What follows belongs to an exercise in optimizing a design on an open flow for small area; a production flow would make more cautious choices.
In this exercise RTL edits were held to simulation tests only and were not proved equivalent to the original.
Power figures rest on the tool's default switching activity, not on a simulated workload.

===== flow/config.mk =====
export PLATFORM = sky130hd
export DESIGN_NAME = ww_top
export DESIGN_NICKNAME = ww_top
export VERILOG_FILES = /design/flow/design.v
export SDC_FILE = /design/flow/constraint.sdc
export NUM_CORES = 4
export LEC_CHECK = 0
export CAP_MARGIN = 20
export CORE_MARGIN = 2
export CORE_UTILIZATION = 40
export SLEW_MARGIN = 20

===== flow/constraint.sdc =====
create_clock -name core_clock -period 9.0 [get_ports {clk}]
set_input_delay 1.8000 -clock core_clock [delete_from_list [all_inputs] [get_ports {clk}]]
set_output_delay 1.8000 -clock core_clock [all_outputs]
set_load 0.01 [all_outputs]

===== flow/design.v =====
package ww_pkg;
	localparam int WORD_W = 16;
	localparam int ADDR_W = 11;
	localparam int OP_W = 5;
	localparam int TP_COUNT = 8;	 
	localparam logic [ADDR_W-1:0] MEM_BASE = 11'o3740;
	localparam int MEM_WORDS = 32;
	localparam int FF_WORDS = 5;	 
	localparam int MEM_IDX_W = 5;
	localparam logic [7:0] REG_CONTROL = 8'h00;
	localparam logic [7:0] REG_STATUS = 8'h04;
	localparam logic [7:0] REG_AC = 8'h08;
	localparam logic [7:0] REG_PC = 8'h0C;
	localparam logic [7:0] MEM_WINDOW = 8'h80;
	typedef enum logic [OP_W-1:0] {
		op_halt = 5'o00,
		op_ts = 5'o10,	 
		op_td = 5'o11,	 
		op_cp = 5'o16,	 
		op_sp = 5'o17,	 
		op_ca = 5'o20,
		op_cs = 5'o21,
		op_ad = 5'o22,
		op_su = 5'o23
	} ww_op_t;
	typedef struct packed {
		ww_op_t op;
		logic [ADDR_W-1:0] addr;
	} ww_instr_t;
	typedef struct packed {
		logic sign;
		logic [WORD_W-2:0] mag;
	} ww_data_t;
	typedef union packed {
		ww_instr_t instr;
		ww_data_t data;
	} ww_word_t;
	typedef struct packed {
		logic wr;
		logic addr_only;	 
		logic [ADDR_W-1:0] addr;
		ww_word_t data;
	} mem_req_t;
	typedef struct packed {
		logic wr;
		logic [MEM_IDX_W-1:0] idx;
		ww_word_t data;
	} panel_mem_t;
	typedef struct packed {
		logic go;
		ww_op_t op;
		ww_word_t operand;
	} ae_cmd_t;
endpackage
`timescale 1ns/1ps
import ww_pkg::*;
module ww_control_panel (
	input logic clk,
	input logic reset,
	input logic psel,
	input logic penable,
	input logic pwrite,
	input logic [7:0] paddr,
	input logic [WORD_W-1:0] pwdata,
	output logic [WORD_W-1:0] prdata,
	output logic pready,
	output logic pslverr,
	input logic running,
	input logic alarm,
	input ww_pkg::ww_word_t ac,
	input logic [ADDR_W-1:0] pc,
	output logic start,
	output logic [ADDR_W-1:0] start_pc,
	output ww_pkg::panel_mem_t mem,
	input ww_pkg::ww_word_t mem_rdata
);
	logic access;
	logic is_mem;
	logic is_ctrl;
	logic is_ro;
	logic err;
	logic wr_ok;
	logic [7:0] mem_off;
	logic [ADDR_W-1:0] start_sw;	 
	assign access = psel && penable;
	assign mem_off = paddr - MEM_WINDOW;
	assign is_mem = (paddr >= MEM_WINDOW) && (paddr[1:0] == 2'b00);
	assign is_ctrl = paddr == REG_CONTROL;
	assign is_ro = (paddr == REG_STATUS) || (paddr == REG_AC) || (paddr == REG_PC);
	assign err = !(is_mem || is_ctrl || is_ro) ||
		(pwrite && is_ro) ||
		(pwrite && running && (is_ctrl || is_mem));
	assign pready = 1'b1;	 
	assign pslverr = access && err;
	assign wr_ok = access && pwrite && !err;
	assign start = wr_ok && is_ctrl;	 
	assign start_pc = pwdata[ADDR_W-1:0];
	assign mem.wr = wr_ok && is_mem;
	assign mem.idx = mem_off[MEM_IDX_W+1:2];
	assign mem.data = pwdata;
	always_ff @(posedge clk or negedge reset) begin
		if (!reset) begin
			start_sw <= '0;
		end else if (start) begin
			start_sw <= start_pc;
		end
	end
	always_comb begin
		prdata = '0;
		if (is_mem) begin
			prdata = mem_rdata;
		end else begin
			case (paddr)
				REG_CONTROL: prdata = {{(WORD_W-ADDR_W){1'b0}}, start_sw};
				REG_STATUS: prdata = {{(WORD_W-2){1'b0}}, alarm, running};
				REG_AC: prdata = ac;
				REG_PC: prdata = {{(WORD_W-ADDR_W){1'b0}}, pc};
				default: prdata = '0;
			endcase
		end
	end
endmodule
`timescale 1ns/1ps
import ww_pkg::*;
module ww_sequencer (
	input logic clk,
	input logic reset,
	input logic start,
	input logic [ADDR_W-1:0] start_pc,
	output ww_pkg::mem_req_t mem,
	input ww_pkg::ww_word_t mem_rdata,
	output ww_pkg::ae_cmd_t cmd,
	input ww_pkg::ww_word_t ac,
	input logic overflow,
	output logic running,
	output logic alarm,
	output logic [ADDR_W-1:0] pc
);
	logic [$clog2(TP_COUNT)-1:0] tp_cnt;
	logic [TP_COUNT-1:0] tp;	 
	logic lead;	 
	logic [ADDR_W-1:0] ss;	 
	ww_pkg::ww_word_t pr;	 
	ww_pkg::ww_op_t op;
	logic is_arith;
	logic is_store;
	logic is_jump;
	logic stop_op;
	assign tp = (running && !lead) ? (TP_COUNT'(1) << tp_cnt) : '0;
	assign op = pr.instr.op;
	assign is_arith = (op == op_ca) || (op == op_cs) || (op == op_ad) || (op == op_su);
	assign is_store = (op == op_ts) || (op == op_td);
	assign is_jump = (op == op_sp) || (op == op_cp && ac.data.sign);	 
	assign stop_op = !(is_arith || is_store || (op == op_cp) || (op == op_sp));	 
	assign mem.wr = tp[5] && is_store;
	assign mem.addr_only = op == op_td;
	assign mem.addr = ss;
	assign mem.data = ac;
	assign cmd.go = tp[5] && is_arith;
	assign cmd.op = op;
	assign cmd.operand = mem_rdata;
	always_ff @(posedge clk or negedge reset) begin
		if (!reset) begin
			running <= 1'b0;
			alarm <= 1'b0;
			lead <= 1'b0;
			tp_cnt <= '0;
			pc <= '0;
			ss <= '0;
			pr <= '0;
		end else if (start) begin
			running <= 1'b1;
			alarm <= 1'b0;
			lead <= 1'b1;
			tp_cnt <= '0;
			pc <= start_pc;
		end else if (running) begin
			lead <= 1'b0;
			if (!lead) begin
				tp_cnt <= tp_cnt + 1'b1;	 
			end
			if (tp[0]) begin
				ss <= pc;
			end
			if (tp[1]) begin
				pr <= mem_rdata;
				pc <= pc + 1'b1;
			end
			if (tp[3]) begin
				ss <= pr.instr.addr;	 
			end
			if (tp[5] && is_jump) begin
				pc <= pr.instr.addr;
			end
			if (tp[5] && overflow) begin
				alarm <= 1'b1;
			end
			if (tp[7] && (stop_op || alarm)) begin
				running <= 1'b0;
			end
		end
	end
endmodule
`timescale 1ns/1ps
import ww_pkg::*;
module ww_storage (
	input logic clk,
	input logic reset,
	input ww_pkg::mem_req_t req,
	output ww_pkg::ww_word_t rdata,
	input ww_pkg::panel_mem_t panel,
	output ww_pkg::ww_word_t panel_rdata
);
	logic [WORD_W-1:0] mem [MEM_WORDS];	 
	logic [ADDR_W-1:0] offset;
	logic [MEM_IDX_W-1:0] prog_idx;
	logic in_range;
	logic prog_we;
	assign offset = req.addr - MEM_BASE;
	assign in_range = offset[ADDR_W-1:MEM_IDX_W] == '0;
	assign prog_idx = offset[MEM_IDX_W-1:0];
	assign prog_we = req.wr && in_range && (prog_idx < MEM_IDX_W'(FF_WORDS));
	assign rdata = in_range ? mem[prog_idx] : '0;
	assign panel_rdata = mem[panel.idx];
	always_ff @(posedge clk or negedge reset) begin
		if (!reset) begin
			for (int i = 0; i < FF_WORDS; i++) begin
				mem[i] <= '0;	 
			end
		end else begin
			for (int i = 0; i < FF_WORDS; i++) begin
				if (panel.wr) begin
					if (panel.idx == MEM_IDX_W'(i)) begin
						mem[i] <= panel.data;
					end
				end else if (prog_we && (prog_idx == MEM_IDX_W'(i))) begin
					if (req.addr_only) begin
						mem[i][ADDR_W-1:0] <= req.data.instr.addr;	 
					end else begin
						mem[i] <= req.data;
					end
				end
			end
		end
	end
	always_ff @(posedge clk) begin
		for (int i = FF_WORDS; i < MEM_WORDS; i++) begin
			if (reset && panel.wr && (panel.idx == MEM_IDX_W'(i))) begin
				mem[i] <= panel.data;
			end
		end
	end
endmodule
`timescale 1ns/1ps
import ww_pkg::*;
module ww_arith (
	input logic clk,
	input logic reset,
	input ww_pkg::ae_cmd_t cmd,
	output ww_pkg::ww_word_t ac,
	output logic overflow
);
	logic is_load;
	logic is_add;
	logic negate;
	logic [WORD_W-1:0] addend;
	logic [WORD_W:0] raw_sum;
	logic [WORD_W-1:0] sum;
	assign is_load = (cmd.op == op_ca) || (cmd.op == op_cs);
	assign is_add = (cmd.op == op_ad) || (cmd.op == op_su);
	assign negate = (cmd.op == op_cs) || (cmd.op == op_su);	 
	assign addend = negate ? ~cmd.operand : cmd.operand;
	assign raw_sum = {1'b0, ac} + {1'b0, addend};
	assign sum = raw_sum[WORD_W-1:0] + {{(WORD_W-1){1'b0}}, raw_sum[WORD_W]};
	assign overflow = cmd.go && is_add &&
		(ac.data.sign == addend[WORD_W-1]) &&
		(sum[WORD_W-1] != ac.data.sign);
	always_ff @(posedge clk or negedge reset) begin
		if (!reset) begin
			ac <= '0;
		end else if (cmd.go && is_load) begin
			ac <= addend;
		end else if (cmd.go && is_add) begin
			ac <= sum;	 
		end
	end
endmodule
`timescale 1ns/1ps
import ww_pkg::*;
module ww_top (
	input logic clk,
	input logic reset,
	input logic psel,
	input logic penable,
	input logic pwrite,
	input logic [7:0] paddr,
	input logic [WORD_W-1:0] pwdata,
	output logic [WORD_W-1:0] prdata,
	output logic pready,
	output logic pslverr
);
	logic start;
	logic [ADDR_W-1:0] start_pc;
	logic running;
	logic alarm;
	logic [ADDR_W-1:0] pc;
	ww_pkg::ww_word_t ac;
	logic overflow;
	ww_pkg::mem_req_t mem_req;
	ww_pkg::ww_word_t mem_rdata;
	ww_pkg::panel_mem_t panel_mem;
	ww_pkg::ww_word_t panel_rdata;
	ww_pkg::ae_cmd_t cmd;
	ww_control_panel u_panel (
		.clk(clk),
		.reset(reset),
		.psel(psel),
		.penable(penable),
		.pwrite(pwrite),
		.paddr(paddr),
		.pwdata(pwdata),
		.prdata(prdata),
		.pready(pready),
		.pslverr(pslverr),
		.running(running),
		.alarm(alarm),
		.ac(ac),
		.pc(pc),
		.start(start),
		.start_pc(start_pc),
		.mem(panel_mem),
		.mem_rdata(panel_rdata)
	);
	ww_sequencer u_seq (
		.clk(clk),
		.reset(reset),
		.start(start),
		.start_pc(start_pc),
		.mem(mem_req),
		.mem_rdata(mem_rdata),
		.cmd(cmd),
		.ac(ac),
		.overflow(overflow),
		.running(running),
		.alarm(alarm),
		.pc(pc)
	);
	ww_storage u_storage (
		.clk(clk),
		.reset(reset),
		.req(mem_req),
		.rdata(mem_rdata),
		.panel(panel_mem),
		.panel_rdata(panel_rdata)
	);
	ww_arith u_arith (
		.clk(clk),
		.reset(reset),
		.cmd(cmd),
		.ac(ac),
		.overflow(overflow)
	);
endmodule

===== flow/run.sh =====
#!/bin/bash
# synth_recipe.tcl (not shown) runs the flow's synth.tcl, then flattens the netlist and writes it again
# the make line also repeats each setting of config.mk as NAME=value (left out here)
make -C /OpenROAD-flow-scripts/flow DESIGN_CONFIG=/design/flow/config.mk WORK_HOME=/design/flow/orfs CLKGATE_MAP_FILE= SYNTH_SCRIPT=/design/flow/synth_recipe.tcl finish

==> results.cfg <==
[synthesis]
ys_async_sr_fraction = 0.259
yosysTopAreaCell = edfxtp_1
synthCells = 2376
synth.cell_area_um2 = 27600
yosysTopAreaCellShare = 0.470
synth.area.top_cells = edfxtp_1 (47%), dfrtp_1 (14%), a22oi_1 (7.8%)
synth-edff-count = 432
synth_flop_cell = edfxtp_1
syn_area_per_cell_um2 = 11.6
synth_nets = 2430
synth-seq-cells = 583
synthDistinctLibCells = 79
synth_seq_area_share = 0.607
yosysWarningCount = 5

[sta]
final-max-slew-violation-count = 0
period_share = 0.873
setup_viol = 0
clock_skew_ps = 16.7
worst_pin_slew_ps = 1220
relSlewSlack = 0.182
hold_violations = 0
rsz0062_at_grt = no
fin_tns_setup_ps = 0
fin_crit_ps = 7850
max_freq_mhz = 127

[grt]
grt_pass1_wl_um = 203000
antenna_found_initial = 12
grt_max_degree = 61
grt_overflow = 0
grtUsageTotal = 0.424
grt_pass1_vias = 23836

[floorplanning]
die_x_um = 267
io_pins = 47
num_rows = 96
start_util = 0.403
dieArea_um2 = 71100
coreArea_um2 = 68500
die-height_um = 267

[cts]
worst_skew_pair.late_latency_ps = 620
cts_sinks = 583
path_clk_slew_ps = 60
h-tree-depth = 3
cts_root_buffer = clkbuf_16
cts_buffers = 69
cts_tree = done
hold_buffers = 0
postCtsSetupRepairBufs = 0
ctsResizeCount = 0
cts_buffer_depth = 3

[placement]
hpwl_um = 99200
io_buffers = 45
placedInstanceArea_um2 = 30300
gp_congestion = 1.02

[worst_hold_path]
min_path_type = reg -> reg

[worst_setup_path]
crit_type = in -> out
worstPathRequired_ps = 7200
startpoint_type = primary input
critPathArrivalTime_ps = 6050
cp-end-kind = primary output
crit_fanout = 15

[layout]
n_fill_cell = 6175
final_nets = 2573
stdcell_area_um2 = 32600
drive_gt1_frac = 0.143
layout_common_cells = edfxtp_1 (432), a22oi_1 (287), nand2_1 (208), buf_4 (179), nor2_1 (169)
area_growth_pct = 17.9
final_common_cell = edfxtp_1

[power_and_ir_drop]
leakagePower_nw = 11.9
vdd_ir_drop_max_mv = 0.155
p_per_area_nw_per_um2 = 219

[route]
route.detailed.drc = 0
finalWirelength_um = 152000
drtPass1Iterations = 9
drt_iter0_drc = 4962
vias_per_cell = 7.33
ant_nets = 0
vias = 25403
wl_per_cell_um = 43.9

[outcome]
outcome = timing/DRC/antenna clean

[flow_run]
max_cap_violations = 0
## flip-flops by register name, summed over array words and instances (netlist names)
name and flops:
u_arith.ac 16, u_panel.start_sw 11, u_seq.alarm 1, u_seq.lead 1, u_seq.pc 11, u_seq.pr 16
u_seq.running 1, u_seq.ss 11, u_seq.tp_cnt 3, u_storage.mem 512
## path summary, 6_finish.rpt
check	from	end	slack, ps	depth (start not counted)
max in group asynchronous	reset	u_storage.mem[3][8]	5850	3
worst max-delay path	paddr[3]	prdata[7]	1150	10
worst min register to register	u_panel.start_sw[1]	u_panel.start_sw[1]	480	2
worst min-delay path	u_panel.start_sw[1]	u_panel.start_sw[1]	480	2
min in group asynchronous	reset	u_storage.mem[0][7]	1170	1
worst max register to register	u_seq.ss[1]	u_arith.ac[12]	1570	27
## through the flow
stage | power (mW) | instances | hold slack [ps] | util | setup slack (ps)
6_report | 7.12 | 3466 | 480 | 0.475 | 1150
4_1_cts | 7.04 | 3456 | 479 | 0.475 | 1450
3_5_place_dp | 4.27 | 3330 | 465 | 0.442 | 1470
5_1_grt | 7.25 | 3457 | 512 | 0.475 | 1100
2_1_floorplan | 3.63 | 2376 | 447 | - | 3390
3_3_place_gp | 4.27 | 3328 | 461 | 0.442 | 1320
## report_power, final
group / internal, mW / switching [mW]
registers: 2.94 / 0.0972
logic: 0.366 / 0.912
clock network: 1.63 / 1.18
total: 4.94 / 2.19
## per-layer routing
metal,GRT usage,vias to the layer above,routed length (um)
met5,0,-,24
met4,0.245,4,10200
met3,0.179,640,23300
met2,0.607,2494,63300
met1,0.535,12560,55300
li1,-,9705,-
## worst max-delay path: stages
cell and delay, ps:
clkdlybuf4s50_1 600, nand2_1 660, nor2_1 270, buf_4 350, a22o_1 240, a221oi_1 290, nand4_1 140, nor3_1 810
o21ai_0 310, clkdlybuf4s50_1 550
## final cells by class
class / instances / area, um2 / share of cell area
diodes: 10 / 25.0 / 0.000769
clock buffers: 94 / 1980 / 0.0607
clock inverters: 32 / 259 / 0.00796
inverters: 22 / 82.6 / 0.00254
multi-input cells: 1617 / 10500 / 0.323
flip-flops and latches: 583 / 16800 / 0.515
well taps: 882 / 1100 / 0.0339
repair buffers: 226 / 1830 / 0.0562
## kinds of logic (layout without fill, tap and decap cells)
group / after synthesis / after routing / share of synthesized area
fa+ha+maj: 25 / 25 / 0.0116
mux: 38 / 38 / 0.0140
buf+inv: 176 / 374 / 0.0252
other cells: 1 / 11 / 0.000136
simple gates: 731 / 731 / 0.126
compound gates: 775 / 775 / 0.201
flops: 583 / 583 / 0.607
xor+xnor: 47 / 47 / 0.0155
## cells in the mapped netlist (all sizes together), types with 6 or more instances
| library cell | number |
|---|---|
| edfxtp | 432 |
| a221oi | 79 |
| nand2b | 11 |
| nand4 | 66 |
| and3 | 15 |
| a211oi | 6 |
| nor3 | 71 |
| mux2i | 34 |
| a222oi | 18 |
| buf | 33 |
| and2 | 13 |
| a22o | 82 |
| nand3b | 7 |
| ha | 24 |
| a31oi | 7 |
| xor2 | 24 |
| o211ai | 6 |
| nor3b | 10 |
| nor2b | 12 |
| inv | 22 |
| nand2 | 208 |
| a2111oi | 10 |
| o21ai | 101 |
| nor4 | 19 |
| nor2 | 191 |
| nand3 | 84 |
| a22oi | 287 |
| a21oi | 136 |
| xnor2 | 22 |
| clkbuf | 121 |
| dfrtp | 151 |

[static timing again, ports no longer ideal]
Ports are ideal in the flow. The routed layout listed here was re-timed in OpenROAD.
Step 1: set_driving_cell puts a clkbuf_16 on clk and a buf_2 on each other input, an assumption about the parent block.
Step 2 times the ports against the registers' clock, not the clock port: input delays grow and output delays shrink by t, the midpoint of the rising clock arrivals with the driver on.
a / b / c = ideal ports / drivers / drivers and shift; a / b = the first two.
shift t [ns]: 0.675
setup slack, ns: 1.147 / 1.114 / 1.114
worst hold slack (ns): 0.480 / 0.480 / 0.480
slew at the worst register clock pin (ns): 0.07 / 0.07
worst data-port slew with drivers (ns): 0.04
After both steps setup and hold are still met in this run. For this run, drivers alone change the setup slack by -0.033 ns; drivers and shift together by -0.033 ns.
